This design comes from an exercise in tuning for small area on the open sky130 flow, not from production work.
Function was checked by simulation only, so behaviour that the tests miss may differ from the original.
No activity file was given, so power comes from the tool's default toggle rates.

==> flow/design.v <==
package reg_file_pkg;
  localparam int REG_DATA_W   = 32;
  localparam int REG_ADDR_W   = 5;
  localparam int REG_NUM      = 32;
  localparam int REG_NUM_LOG2 = 5;
  localparam logic [REG_DATA_W-1:0] ZERO_WORD    = '0;
  localparam logic [REG_ADDR_W-1:0] NOP_REG_ADDR = '0;
  localparam logic WRITE_ENABLE  = 1'b1;
  localparam logic WRITE_DISABLE = 1'b0;
  localparam logic READ_ENABLE   = 1'b1;
  localparam logic READ_DISABLE  = 1'b0;
endpackage
module reg_file_rd_port
#(
  parameter int DATA_W   = reg_file_pkg::REG_DATA_W,
  parameter int ADDR_W   = reg_file_pkg::REG_ADDR_W,
  parameter int NUM_REGS = reg_file_pkg::REG_NUM
) (
  input  logic                           rst,
  input  logic                           re,
  input  logic [ADDR_W-1:0]              raddr,
  input  logic                           we,
  input  logic [ADDR_W-1:0]              waddr,
  input  logic [DATA_W-1:0]              wdata,
  input  logic [NUM_REGS-1:1]            valid,
  input  logic [(NUM_REGS-1)*DATA_W-1:0] words,
  output logic [DATA_W-1:0]              rdata
);
  logic                act;
  logic                hit;
  logic                arr;
  logic [3:0]          pre_lo;
  logic [7:0]          pre_hi;
  logic [NUM_REGS-1:0] sel;
  assign act = !rst && (re == reg_file_pkg::READ_ENABLE);
  assign hit = (we == reg_file_pkg::WRITE_ENABLE) && (waddr == raddr);
  assign sel[0] = act && hit && (raddr != reg_file_pkg::NOP_REG_ADDR);
  assign arr = act && !hit;
  for (genvar k = 0; k < 4; k++) begin : g_pre_lo
    assign pre_lo[k] = arr && (raddr[1:0] == 2'(k));
  end
  for (genvar j = 0; j < 8; j++) begin : g_pre_hi
    assign pre_hi[j] = (raddr[4:2] == 3'(j));
  end
  for (genvar i = 1; i < NUM_REGS; i++) begin : g_sel
    rf_and3 u_sel (.a(pre_lo[i%4]), .b(pre_hi[i/4]), .c(valid[i]), .y(sel[i]));
  end
  for (genvar b = 0; b < DATA_W; b++) begin : g_bit
    logic [NUM_REGS-1:0] cand;
    logic [9:0]          part_n;
    logic [3:0]          grp;
    assign cand[0] = wdata[b];
    for (genvar i = 1; i < NUM_REGS; i++) begin : g_cand
      assign cand[i] = words[(i-1)*DATA_W + b];
    end
    for (genvar g = 0; g < 10; g++) begin : g_aoi
      rf_aoi222 u_aoi (
        .a0 (cand[3*g]),   .b0 (sel[3*g]),
        .a1 (cand[3*g+1]), .b1 (sel[3*g+1]),
        .a2 (cand[3*g+2]), .b2 (sel[3*g+2]),
        .y  (part_n[g])
      );
    end
    rf_nand4 u_nand_0 (.a(part_n[0]), .b(part_n[1]), .c(part_n[2]), .d(part_n[3]), .y(grp[0]));
    rf_nand4 u_nand_1 (.a(part_n[4]), .b(part_n[5]), .c(part_n[6]), .d(part_n[7]), .y(grp[1]));
    rf_nand2 u_nand_2 (.a(part_n[8]), .b(part_n[9]),                               .y(grp[2]));
    rf_ao22  u_ao     (.a0(cand[30]), .b0(sel[30]), .a1(cand[31]), .b1(sel[31]),    .y(grp[3]));
    rf_or4   u_or     (.a(grp[0]),    .b(grp[1]),    .c(grp[2]),    .d(grp[3]),     .y(rdata[b]));
  end
endmodule
module rf_ao22 (
  input  logic a0, b0, a1, b1,
  output logic y
);
  assign y = (a0 && b0) || (a1 && b1);
endmodule
module rf_nand4 (
  input  logic a, b, c, d,
  output logic y
);
  assign y = !(a && b && c && d);
endmodule
module rf_nand2 (
  input  logic a, b,
  output logic y
);
  assign y = !(a && b);
endmodule
module rf_or4 (
  input  logic a, b, c, d,
  output logic y
);
  assign y = a || b || c || d;
endmodule
module rf_aoi222 (
  input  logic a0, b0, a1, b1, a2, b2,
  output logic y
);
  assign y = !((a0 && b0) || (a1 && b1) || (a2 && b2));
endmodule
module rf_and3 (
  input  logic a, b, c,
  output logic y
);
  assign y = a && b && c;
endmodule
module rf_and2 (
  input  logic a, b,
  output logic y
);
  assign y = a && b;
endmodule
module rf_o21a (
  input  logic a1, a2, b1,
  output logic y
);
  assign y = (a1 || a2) && b1;
endmodule
module reg_file
#(
  parameter int DATA_W   = reg_file_pkg::REG_DATA_W,
  parameter int ADDR_W   = reg_file_pkg::REG_ADDR_W,
  parameter int NUM_REGS = reg_file_pkg::REG_NUM
) (
  input  logic              clk,
  input  logic              rst,
  input  logic              we,
  input  logic [ADDR_W-1:0] waddr,
  input  logic [DATA_W-1:0] wdata,
  input  logic              re1,
  input  logic [ADDR_W-1:0] raddr1,
  output logic [DATA_W-1:0] rdata1,
  input  logic              re2,
  input  logic [ADDR_W-1:0] raddr2,
  output logic [DATA_W-1:0] rdata2
);
  logic [(NUM_REGS-1)*DATA_W-1:0] words_q;
  logic [NUM_REGS-1:1]            valid_q;
  logic [NUM_REGS-1:1]            wen;
  logic [3:0]                     we_lo;
  logic [7:0]                     we_hi;
  for (genvar k = 0; k < 4; k++) begin : g_we_lo
    assign we_lo[k] = (we == reg_file_pkg::WRITE_ENABLE) && (waddr[1:0] == 2'(k));
  end
  for (genvar j = 0; j < 8; j++) begin : g_we_hi
    assign we_hi[j] = (waddr[4:2] == 3'(j));
  end
  for (genvar i = 1; i < NUM_REGS; i++) begin : g_wen
    rf_and2 u_wen (.a(we_lo[i%4]), .b(we_hi[i/4]), .y(wen[i]));
  end
  always_ff @(posedge clk) begin
    for (int i = 1; i < NUM_REGS; i++) begin
      if (wen[i]) begin
        words_q[(i-1)*DATA_W +: DATA_W] <= wdata;
      end
    end
  end
  logic rst_n;
  logic [NUM_REGS-1:1] valid_d;
  assign rst_n = !rst;
  for (genvar i = 1; i < NUM_REGS; i++) begin : g_valid
    rf_o21a u_valid (.a1(valid_q[i]), .a2(wen[i]), .b1(rst_n), .y(valid_d[i]));
  end
  always_ff @(posedge clk) begin
    valid_q <= valid_d;
  end
  reg_file_rd_port #(.DATA_W(DATA_W), .ADDR_W(ADDR_W), .NUM_REGS(NUM_REGS)) u_rd_port1 (
    .rst    (rst),
    .re     (re1),
    .raddr  (raddr1),
    .we     (we),
    .waddr  (waddr),
    .wdata  (wdata),
    .valid  (valid_q),
    .words  (words_q),
    .rdata  (rdata1)
  );
  reg_file_rd_port #(.DATA_W(DATA_W), .ADDR_W(ADDR_W), .NUM_REGS(NUM_REGS)) u_rd_port2 (
    .rst    (rst),
    .re     (re2),
    .raddr  (raddr2),
    .we     (we),
    .waddr  (waddr),
    .wdata  (wdata),
    .valid  (valid_q),
    .words  (words_q),
    .rdata  (rdata2)
  );
endmodule
clock: 8.0 ns
lec_check: 0
cap_margin: 20
core_margin: 2
core_utilization: 60
place_density: 0.7
slew_margin: 20
synth_hierarchical: 1
synth_minimum_keep_size: 0
standard.sh (not shown) runs the stock make flow with config.mk's settings and CLKGATE_MAP_FILE= SYNTH_SCRIPT=/design/flow/synth_recipe.tcl, a recipe that flattens the netlist after the stock synthesis.
==> flow/flow/run.sh <==
#!/bin/bash
# The standard layout with two changes: every port is buffered by a buf_2
# instead of the resizer's default pick, and clock tree synthesis clusters
# about 26 flip-flops per clkbuf_16 leaf without dummy loads. Make's full
# output goes to flow.log here; ORFS keeps each step's log under orfs/logs.
set -euo pipefail
export BUFFER_PORTS_ARGS="-buffer_cell sky130_fd_sc_hd__buf_2"
export CTS_ARGS="-sink_clustering_enable -repair_clock_nets -buf_list sky130_fd_sc_hd__clkbuf_16 -sink_clustering_size 26 -sink_clustering_max_diameter 120 -dont_use_dummy_load"
bash standard.sh > flow.log 2>&1
The baseline completed with no timing, DRC or antenna violations.
Next try:
--- a/flow/design.v
+++ b/flow/design.v
@@ -30,43 +30,48 @@
   logic                hit;
   logic                arr;
   logic [3:0]          pre_lo;
   logic [7:0]          pre_hi;
   logic [NUM_REGS-1:0] sel;
+  logic [NUM_REGS-1:0] sel_hi;
   assign act = !rst && (re == reg_file_pkg::READ_ENABLE);
   assign hit = (we == reg_file_pkg::WRITE_ENABLE) && (waddr == raddr);
   assign sel[0] = act && hit && (raddr != reg_file_pkg::NOP_REG_ADDR);
   assign arr = act && !hit;
   for (genvar k = 0; k < 4; k++) begin : g_pre_lo
     assign pre_lo[k] = arr && (raddr[1:0] == 2'(k));
   end
   for (genvar j = 0; j < 8; j++) begin : g_pre_hi
     assign pre_hi[j] = (raddr[4:2] == 3'(j));
   end
+  assign sel_hi[0] = sel[0];
   for (genvar i = 1; i < NUM_REGS; i++) begin : g_sel
-    rf_and3 u_sel (.a(pre_lo[i%4]), .b(pre_hi[i/4]), .c(valid[i]), .y(sel[i]));
+    rf_and3 u_sel_lo (.a(pre_lo[i%4]), .b(pre_hi[i/4]), .c(valid[i]), .y(sel[i]));
+    rf_and3 u_sel_hi (.a(pre_lo[i%4]), .b(pre_hi[i/4]), .c(valid[i]), .y(sel_hi[i]));
   end
   for (genvar b = 0; b < DATA_W; b++) begin : g_bit
     logic [NUM_REGS-1:0] cand;
+    logic [NUM_REGS-1:0] s;
     logic [9:0]          part_n;
     logic [3:0]          grp;
+    assign s = (b < DATA_W/2) ? sel : sel_hi;
     assign cand[0] = wdata[b];
     for (genvar i = 1; i < NUM_REGS; i++) begin : g_cand
       assign cand[i] = words[(i-1)*DATA_W + b];
     end
     for (genvar g = 0; g < 10; g++) begin : g_aoi
       rf_aoi222 u_aoi (
-        .a0 (cand[3*g]),   .b0 (sel[3*g]),
-        .a1 (cand[3*g+1]), .b1 (sel[3*g+1]),
-        .a2 (cand[3*g+2]), .b2 (sel[3*g+2]),
+        .a0 (cand[3*g]),   .b0 (s[3*g]),
+        .a1 (cand[3*g+1]), .b1 (s[3*g+1]),
+        .a2 (cand[3*g+2]), .b2 (s[3*g+2]),
         .y  (part_n[g])
       );
     end
     rf_nand4 u_nand_0 (.a(part_n[0]), .b(part_n[1]), .c(part_n[2]), .d(part_n[3]), .y(grp[0]));
     rf_nand4 u_nand_1 (.a(part_n[4]), .b(part_n[5]), .c(part_n[6]), .d(part_n[7]), .y(grp[1]));
     rf_nand2 u_nand_2 (.a(part_n[8]), .b(part_n[9]),                               .y(grp[2]));
-    rf_ao22  u_ao     (.a0(cand[30]), .b0(sel[30]), .a1(cand[31]), .b1(sel[31]),    .y(grp[3]));
+    rf_ao22  u_ao     (.a0(cand[30]), .b0(s[30]), .a1(cand[31]), .b1(s[31]),    .y(grp[3]));
     rf_or4   u_or     (.a(grp[0]),    .b(grp[1]),    .c(grp[2]),    .d(grp[3]),     .y(rdata[b]));
   end
 endmodule
 module rf_ao22 (
   input  logic a0, b0, a1, b1,
=> Wire length shrinks by 4.4%. Non-clock buffer count shrinks by 71. Hold slack gains 0.049 ns. Register-to-register slack loses 0.02 ns. Sequential power barely changes. Cell area shrinks by 0.31%. Power barely changes. Combinational power grows by about 4%.

-- re-timing with driven ports --
The results above use ideal ports. As a check the final layouts listed here were re-extracted and re-timed, cells and wires unchanged.
Step 1, drivers: a clkbuf_16 drives clk and a buf_2 each remaining input, both assumed.
Step 2 moves the port delays by t, midway between the first and last clock arrival at a register: inputs arrive t later, outputs are due t later. That takes back most of the time a late clock gives input paths.
a / b / c = no drivers / after step 1 / after step 2; a / b = the first two.
run | t, ns | slack for setup (ns) | worst setup path at the end | clock arrival spread, ns | worst register clock-pin slew, ns
the first run | 0.679 | 0.914 / 0.886 / 0.886 | input to output | 0.051 / 0.051 | 0.11 / 0.11
the second run | 0.665 | 1.220 / 1.197 / 1.197 | input to output | 0.086 / 0.086 | 0.11 / 0.11
After both steps setup and hold are still met in every run listed. For the first run, which loses most, drivers alone change the setup slack by -0.028 ns; drivers and shift together by -0.028 ns.
